Source: an optimization exercise on an open RTL-to-GDS flow (aim: small area and a short achievable clock period). Production flows keep margins and buffers that such runs may drop.
In this exercise RTL edits were held to simulation tests only and were not proved equivalent to the original.

== the reference run ==
## tlp_frag_top
module tlp_frag_top (
    input  logic                   clk,
    input  logic                   arst,
    input  logic                   fifo_empty,
    input  frag_pkg::entry_t       fifo_rd_data,
    input  frag_pkg::dw_count_t    fifo_rd_dw,
    input  logic                   fifo_rd_last,
    input  logic                   halt,
    output logic                   fifo_rd_en,
    output logic                   tlp_valid,
    output logic                   tlp_sop,
    output logic                   tlp_eop,
    output frag_pkg::entry_t       tlp_data,
    output frag_pkg::valid_bytes_t tlp_valid_bytes,
    output frag_pkg::dll_length_t  tlp_length
);
Size: ~1700 cells after synthesis, ~180 flip-flops, roughly 16000 sq um of cells after synthesis.
Settings: LEC_CHECK=0, CAP_MARGIN=20, CORE_MARGIN=2, CORE_UTILIZATION=40, SLEW_MARGIN=20; clock period 16.0 ns.
standard.sh (not shown) runs the stock make flow with config.mk's settings and CLKGATE_MAP_FILE= SYNTH_SCRIPT=/design/flow/synth_recipe.tcl, a recipe that flattens the netlist after the stock synthesis.
==> flow/flow/run.sh <==
#!/bin/bash
# The standard layout (standard.sh), with three changes:
#  - synthesis maps with the ABC script in flow/mine.abc instead of ORFS's
#    speed script (the rest of the synthesis is the standard flow's own script);
#  - port buffers are buf_2 cells;
#  - timing repair aims for SETUP_SLACK_MARGIN ns of setup slack.
# Each tool's log is under orfs/logs/; make's whole output is in flow_make.log.
set -euo pipefail
W=$PWD
MARGIN=${MARGIN:-9}
sed -e "s#^  log_cmd abc {\*}\$abc_args#  set abc_args [lreplace \$abc_args 1 1 $W/flow/mine.abc]\n  log_cmd abc {*}\$abc_args#" \
    "$FLOW_HOME/scripts/synth.tcl" > "$W/synth_mine.tcl"
grep -q "flow/mine.abc" "$W/synth_mine.tcl"
sed -e "s#source \$::env(SCRIPTS_DIR)/synth.tcl#source $W/synth_mine.tcl#" synth_recipe.tcl > "$W/synth_recipe_mine.tcl"
grep -q "synth_mine.tcl" "$W/synth_recipe_mine.tcl"
sed -e "s#SYNTH_SCRIPT=[^ ]*#SYNTH_SCRIPT=$W/synth_recipe_mine.tcl#" standard.sh > "$W/standard_mine.sh"
grep -q "synth_recipe_mine.tcl" "$W/standard_mine.sh"
bash "$W/standard_mine.sh" "BUFFER_PORTS_ARGS=-buffer_cell sky130_fd_sc_hd__buf_2" \
    "SETUP_SLACK_MARGIN=$MARGIN" finish > "$W/flow_make.log" 2>&1
==> flow/flow/mine.abc <==
&get -n
&dch -f
&nf -R 1000
&put
buffer -c
topo
stime -c
upsize -c
dnsize -c
The inputs of the trial run differ from those of the reference run as listed below.
diff --git a/flow/flow/run.sh b/flow/flow/run.sh
--- a/flow/flow/run.sh
+++ b/flow/flow/run.sh
@@ -5 +5 @@
-#  - port buffers are buf_2 cells;
+#  - port buffers are buf_1 cells;
@@ -18 +18 @@
-bash "$W/standard_mine.sh" "BUFFER_PORTS_ARGS=-buffer_cell sky130_fd_sc_hd__buf_2" \
+bash "$W/standard_mine.sh" "BUFFER_PORTS_ARGS=-buffer_cell sky130_fd_sc_hd__buf_1" \
==> comparison <==
- The trial run was carried through to the last stage, and its layout satisfied the timing, DRC and antenna checks.
- The reference run has a higher wire length of the first global-routing pass than the trial run.
- Of the trial run and the reference run, the run reporting the higher wire length on met2 was the trial run.
- On multi-input gate area in the final layout, the higher figure sits with the trial run, not the reference run.
- Between the reference run and the trial run, the clock-cell share of area does not differ in any meaningful way.
- Between the trial run and the reference run, worst setup slack is lower for the reference run, the trial run comes in above that.

* * *

Setup of old:
tlp_frag_top, a different RTL version from the one above (not shown whole).
Size: about 1600 cells after synthesis, roughly 180 flip-flops, about 280 I/O pins, about 0.015 mm² of cells after synthesis.
Settings: LEC_CHECK=0, CAP_MARGIN=20, CORE_MARGIN=2, CORE_UTILIZATION=40, SLEW_MARGIN=20, SYNTH_HIERARCHICAL=1; clock period 16.0 ns.
==> flow/flow/run.sh <==
#!/bin/bash
# The standard layout (standard.sh), with three changes:
#  - synthesis maps with the ABC script in flow/mine.abc instead of ORFS's
#    speed script (the rest of the synthesis is the standard flow's own script);
#  - port buffers are buf_1 cells;
#  - timing repair aims for SETUP_SLACK_MARGIN ns of setup slack.
# Each tool's log is under orfs/logs/; make's whole output is in flow_make.log.
set -euo pipefail
W=$PWD
MARGIN=${MARGIN:-9}
sed -e "s#^  log_cmd abc {\*}\$abc_args#  set abc_args [lreplace \$abc_args 1 1 $W/flow/mine.abc]\n  log_cmd abc {*}\$abc_args#" \
    "$FLOW_HOME/scripts/synth.tcl" > "$W/synth_mine.tcl"
grep -q "flow/mine.abc" "$W/synth_mine.tcl"
sed -e "s#source \$::env(SCRIPTS_DIR)/synth.tcl#source $W/synth_mine.tcl#" synth_recipe.tcl > "$W/synth_recipe_mine.tcl"
grep -q "synth_mine.tcl" "$W/synth_recipe_mine.tcl"
sed -e "s#SYNTH_SCRIPT=[^ ]*#SYNTH_SCRIPT=$W/synth_recipe_mine.tcl#" standard.sh > "$W/standard_mine.sh"
grep -q "synth_recipe_mine.tcl" "$W/standard_mine.sh"
bash "$W/standard_mine.sh" "BUFFER_PORTS_ARGS=-buffer_cell sky130_fd_sc_hd__buf_1" \
    "SETUP_SLACK_MARGIN=$MARGIN" finish > "$W/flow_make.log" 2>&1
Scripts as last shown in full above: flow/flow/mine.abc
old: PASS, flow complete, no timing, DRC or antenna violations
For new, these inputs were changed with respect to old:
- CTS_BUF_LIST now sky130_fd_sc_hd__clkbuf_8, previously not set
### Flow results
- old and new all finish clean.
- old has lower DRC violation total after the first TritonRoute iteration than new.
- In new, the number of antenna violations at the first check in global routing came out 1 below the value in old.
- Compared with old, detailed route wirelength on metal3 in new decreased by a few percent.
- Sort old and new by worst reg-to-reg setup slack, ascending, and old comes first.

[what the ideal ports hide]
The flow's constraints put no driver on any port. The routed layouts listed below were extracted and timed again, unchanged, in two steps.
Step 1, drivers: a clkbuf_16 drives clk and a buf_2 each remaining input, both assumed.
Step 2 times the ports against the registers' clock, not the clock port: input delays grow and output delays shrink by t, the midpoint of the rising clock arrivals with the driver on.
Three values: ideal ports, drivers, drivers and shift; two values: the first two.
run	shift t [ns]	setup WS [ns]	latest minus earliest clock arrival (ns)	worst slew at a driven data input, ns	cell pins on the clock port's net
the reference run	0.512	8.868 / 8.885 / 8.375	0.015 / 0.015	0.07	1
the trial run	0.516	8.897 / 8.842 / 8.434	0.023 / 0.023	0.07	1
old	0.501	8.914 / 8.900 / 8.399	0.017 / 0.018	0.07	1
new	0.550	8.939 / 8.883 / 8.410	0.022 / 0.023	0.07	1
After both steps setup and hold are still met in every run listed. For new, which loses most, drivers alone change the setup slack by -0.056 ns; drivers and shift together by -0.529 ns.
